Source: an optimization exercise on an open RTL-to-GDS flow (aim: small area, a short achievable clock period and few clock cycles per item). Production flows keep margins and buffers that such runs may drop.
Power figures rest on the tool's default switching activity, not on a simulated workload.

==> flow/design.v <==
package sil_pkg;
	localparam int CAPACITY_DEF = 16;
	localparam int VALUE_W      = 32;
	localparam int POS_W        = 4;
endpackage
module sil_ctrl (
	input  logic        clk,
	input  logic        arst_n,
	input  logic        start,
	input  logic        lt_d,       
	output logic        pk_en,      
	output logic        xfer,       
	output logic        sel_k,      
	output logic        dload,      
	output logic [16:1] msel,       
	output logic        busy,
	output logic        strobe,
	output logic [3:0]  position,
	output logic        last,
	output logic        rejected
);
	logic [4:0]  n_q;        
	logic [3:0]  ph_q;       
	logic [3:0]  rem_q;      
	logic        z_q;        
	logic        act_q;      
	logic        grow_q;     
	logic        placed_q;   
	logic        selk_q;     
	logic        pv_q;       
	logic        npv_q;      
	logic        xfer_q;     
	logic        dload_q;    
	logic [16:1] msel_q;     
	logic        strobe_q;
	logic [3:0]  pos_q;
	logic        last_q;
	logic        rej_q;
	logic z;
	logic take;
	logic ptake;
	logic nstart;
	logic inc;
	logic n0, n1, n15, n16;
	assign z      = z_q;
	assign n0     = (n_q == 5'd0);
	assign n1     = (n_q == 5'd1);
	assign n15    = (n_q == 5'd15);
	assign n16    = n_q[4];
	assign take   = start && npv_q;
	assign ptake  = take;
	assign nstart = xfer_q;
	assign inc    = act_q && grow_q && z;
	logic [4:0] n_d;
	logic [3:0] rem_d;
	logic       z_d;
	logic       act_d;
	logic       grow_d;
	logic       placed_d;
	logic       pv_d;
	logic       dload_d;
	logic       inc2;
	assign n_d = n_q + {4'd0, inc};
	always_comb begin
		if (!z) begin
			rem_d = rem_q - 4'd1;
			z_d   = (rem_q == 4'd1);
		end else if (nstart) begin
			rem_d = (n16 || (n15 && inc)) ? 4'd15 : 4'(n_d);
			z_d   = dload_q;
		end else begin
			rem_d = (n0 || inc) ? n_q[3:0] : n_q[3:0] - 4'd1;
			z_d   = n0 || (n1 && !inc);
		end
	end
	assign act_d    = nstart || (act_q && !z);
	assign grow_d   = nstart ? !(n16 || (n15 && inc)) : grow_q;
	assign placed_d = !z && (placed_q || selk_q);
	assign pv_d     = (!npv_q && !xfer_q) || ptake;
	assign dload_d  = n0 && !inc && !act_d;
	assign inc2     = (act_q && grow_q && !z && (rem_q == 4'd2)) ||
	                  (xfer_q && ((n1 && !inc) || (n0 && inc)));
	always_ff @(posedge clk or negedge arst_n) begin
		if (!arst_n) begin
			n_q      <= '0;
			z_q      <= 1'b1;
			act_q    <= 1'b0;
			pv_q     <= 1'b0;
			npv_q    <= 1'b1;
			xfer_q   <= 1'b0;
			dload_q  <= 1'b1;
			strobe_q <= 1'b0;
		end else begin
			n_q      <= n_d;
			z_q      <= z_d;
			act_q    <= act_d;
			pv_q     <= pv_d;
			npv_q    <= !pv_d;
			xfer_q   <= z_d && pv_d;
			dload_q  <= dload_d;
			strobe_q <= act_q;
		end
	end
	always_ff @(posedge clk) begin
		rem_q    <= rem_d;
		selk_q   <= act_d && grow_d && (z_d || placed_d || lt_d);
		if (dload_d)   msel_q <= 16'd1;
		else if (inc2) msel_q <= {msel_q[15:1], 1'b0};
	end
	always_ff @(posedge clk) begin
		ph_q     <= z ? 4'd0 : ph_q + 4'd1;
		grow_q   <= grow_d;
		placed_q <= placed_d;
		pos_q    <= ph_q;
		last_q   <= z;
		rej_q    <= !grow_q;
	end
	assign pk_en    = npv_q;
	assign xfer     = xfer_q;
	assign sel_k    = selk_q;
	assign dload    = dload_q;
	assign msel     = msel_q;
	assign busy     = pv_q;
	assign strobe   = strobe_q;
	assign position = pos_q;
	assign last     = last_q;
	assign rejected = rej_q;
endmodule
module sil_datapath #(
	parameter int CAPACITY = sil_pkg::CAPACITY_DEF
) (
	input  logic                               clk,
	input  logic                               pk_en,
	input  logic                               xfer,
	input  logic                               sel_k,
	input  logic                               dload,
	input  logic [16:1]                        msel,
	input  logic signed [sil_pkg::VALUE_W-1:0] value,
	output logic                               lt_d,
	output logic signed [sil_pkg::VALUE_W-1:0] element
);
	localparam int W = sil_pkg::VALUE_W;
	function automatic logic less(input logic [W-1:0] a, input logic [W-1:0] b);
		logic [W-1:0] l, g;
		for (int i = 0; i < W; i++) begin
			if (i == W - 1) begin
				l[i] = a[i] & ~b[i];
				g[i] = ~a[i] & b[i];
			end else begin
				l[i] = ~a[i] & b[i];
				g[i] = a[i] & ~b[i];
			end
		end
		for (int s = 1; s < W; s = s * 2) begin
			for (int i = 0; i + s < W; i = i + 2 * s) begin
				l[i] = l[i+s] | (~g[i+s] & l[i]);
				g[i] = g[i+s] | (~l[i+s] & g[i]);
			end
		end
		less = l[0];
	endfunction
	logic signed [W-1:0] cells_q [CAPACITY];
	logic signed [W-1:0] k_q;      
	logic signed [W-1:0] pk_q;     
	logic signed [W-1:0] head_q;   
	logic signed [W-1:0] hn_q;     
	logic signed [W-1:0] out;
	logic signed [W-1:0] hn_d;
	assign out = sel_k ? k_q : head_q;
	always_comb begin
		hn_d = '0;
		if (msel[1] && dload) begin
			hn_d = pk_q;
		end else begin
			if (msel[1] || msel[2]) hn_d = out;
			for (int p = 2; p < CAPACITY; p++) begin
				if (msel[18-p]) hn_d = hn_d | cells_q[p];
			end
		end
	end
	logic lt_pk, lt_k;
	assign lt_pk = less(pk_q, hn_q);
	assign lt_k  = less(k_q, hn_q);
	assign lt_d  = xfer ? lt_pk : lt_k;
	always_ff @(posedge clk) begin
		for (int i = 0; i < CAPACITY - 1; i++) cells_q[i] <= cells_q[i+1];
		cells_q[CAPACITY-1] <= out;
		if (xfer)       k_q <= pk_q;
		else if (sel_k) k_q <= head_q;
		if (pk_en) pk_q <= value;
		head_q <= hn_q;
		hn_q   <= hn_d;
	end
	assign element = cells_q[CAPACITY-1];
endmodule
module sorted_insert_list #(
	parameter int CAPACITY = sil_pkg::CAPACITY_DEF
) (
	input  logic                              clk,
	input  logic                              arst_n,
	input  logic                              start,
	input  logic signed [sil_pkg::VALUE_W-1:0] value,
	output logic                              busy,
	output logic                              strobe,
	output logic signed [sil_pkg::VALUE_W-1:0] element,
	output logic [sil_pkg::POS_W-1:0]         position,
	output logic                              last,
	output logic                              rejected
);
	logic       lt_d;
	logic       pk_en;
	logic       xfer;
	logic       sel_k;
	logic       dload;
	logic [16:1] msel;
	sil_ctrl u_ctrl (
		.clk      (clk),
		.arst_n   (arst_n),
		.start    (start),
		.lt_d     (lt_d),
		.pk_en    (pk_en),
		.xfer     (xfer),
		.sel_k    (sel_k),
		.dload    (dload),
		.msel     (msel),
		.busy     (busy),
		.strobe   (strobe),
		.position (position),
		.last     (last),
		.rejected (rejected)
	);
	sil_datapath #(
		.CAPACITY (CAPACITY)
	) u_datapath (
		.clk     (clk),
		.pk_en   (pk_en),
		.xfer    (xfer),
		.sel_k   (sel_k),
		.dload   (dload),
		.msel    (msel),
		.value   (value),
		.lt_d    (lt_d),
		.element (element)
	);
endmodule
Settings: LEC_CHECK=0, CAP_MARGIN=20, CORE_MARGIN=2, CORE_UTILIZATION=70, CTS_CLUSTER_DIAMETER=100, CTS_CLUSTER_SIZE=25, SETUP_SLACK_MARGIN=3.3, SLEW_MARGIN=20; clock period 5.5 ns.
run.sh (not shown) runs the stock make flow with config.mk's settings and CLKGATE_MAP_FILE= SYNTH_SCRIPT=/design/flow/synth_recipe.tcl, a recipe that flattens the netlist after the stock synthesis.
The baseline produced a clean layout.
Then changed:
--- a/flow/config.mk
+++ b/flow/config.mk
@@ -8,5 +8,5 @@
 export CAP_MARGIN = 20
 export CORE_MARGIN = 2
-export CORE_UTILIZATION = 70
+export CORE_UTILIZATION = 60
 export CTS_CLUSTER_DIAMETER = 100
 export CTS_CLUSTER_SIZE = 25
Effect:
- die area is higher by about 16%
- global-route usage shrinks by 4.3 points
- count of clock-buffer cells in the layout stays the same
- clock power stays flat
- clock skew increases by 13 ps
- worst setup slack improved by 99 ps
No run of this note included a check of the RTL's function; only the layout flow was run.

==> what the ideal ports hide <==
Ports are ideal in the flow. The routed layouts listed here were re-timed in OpenROAD. Step 1: set_driving_cell puts a clkbuf_16 on clk and a buf_2 on each other input, an assumption about the parent block. Step 2, shift: input delay + t, output delay - t, t = (earliest + latest rising clock arrival at the registers) / 2. This alone moves slack from input paths to output paths. a / b / c = no drivers / after step 1 / after step 2; a / b = the first two.
| run | shift t [ns] | setup WS [ns] | worst data-port slew with drivers (ns) |
|---|---|---|---|
| the first run | 0.639 | 3.054 / 3.054 / 3.054 | 0.04 |
| the second run | 0.645 | 3.153 / 3.100 / 3.163 | 0.04 |
After both steps every run listed still meets setup and hold.
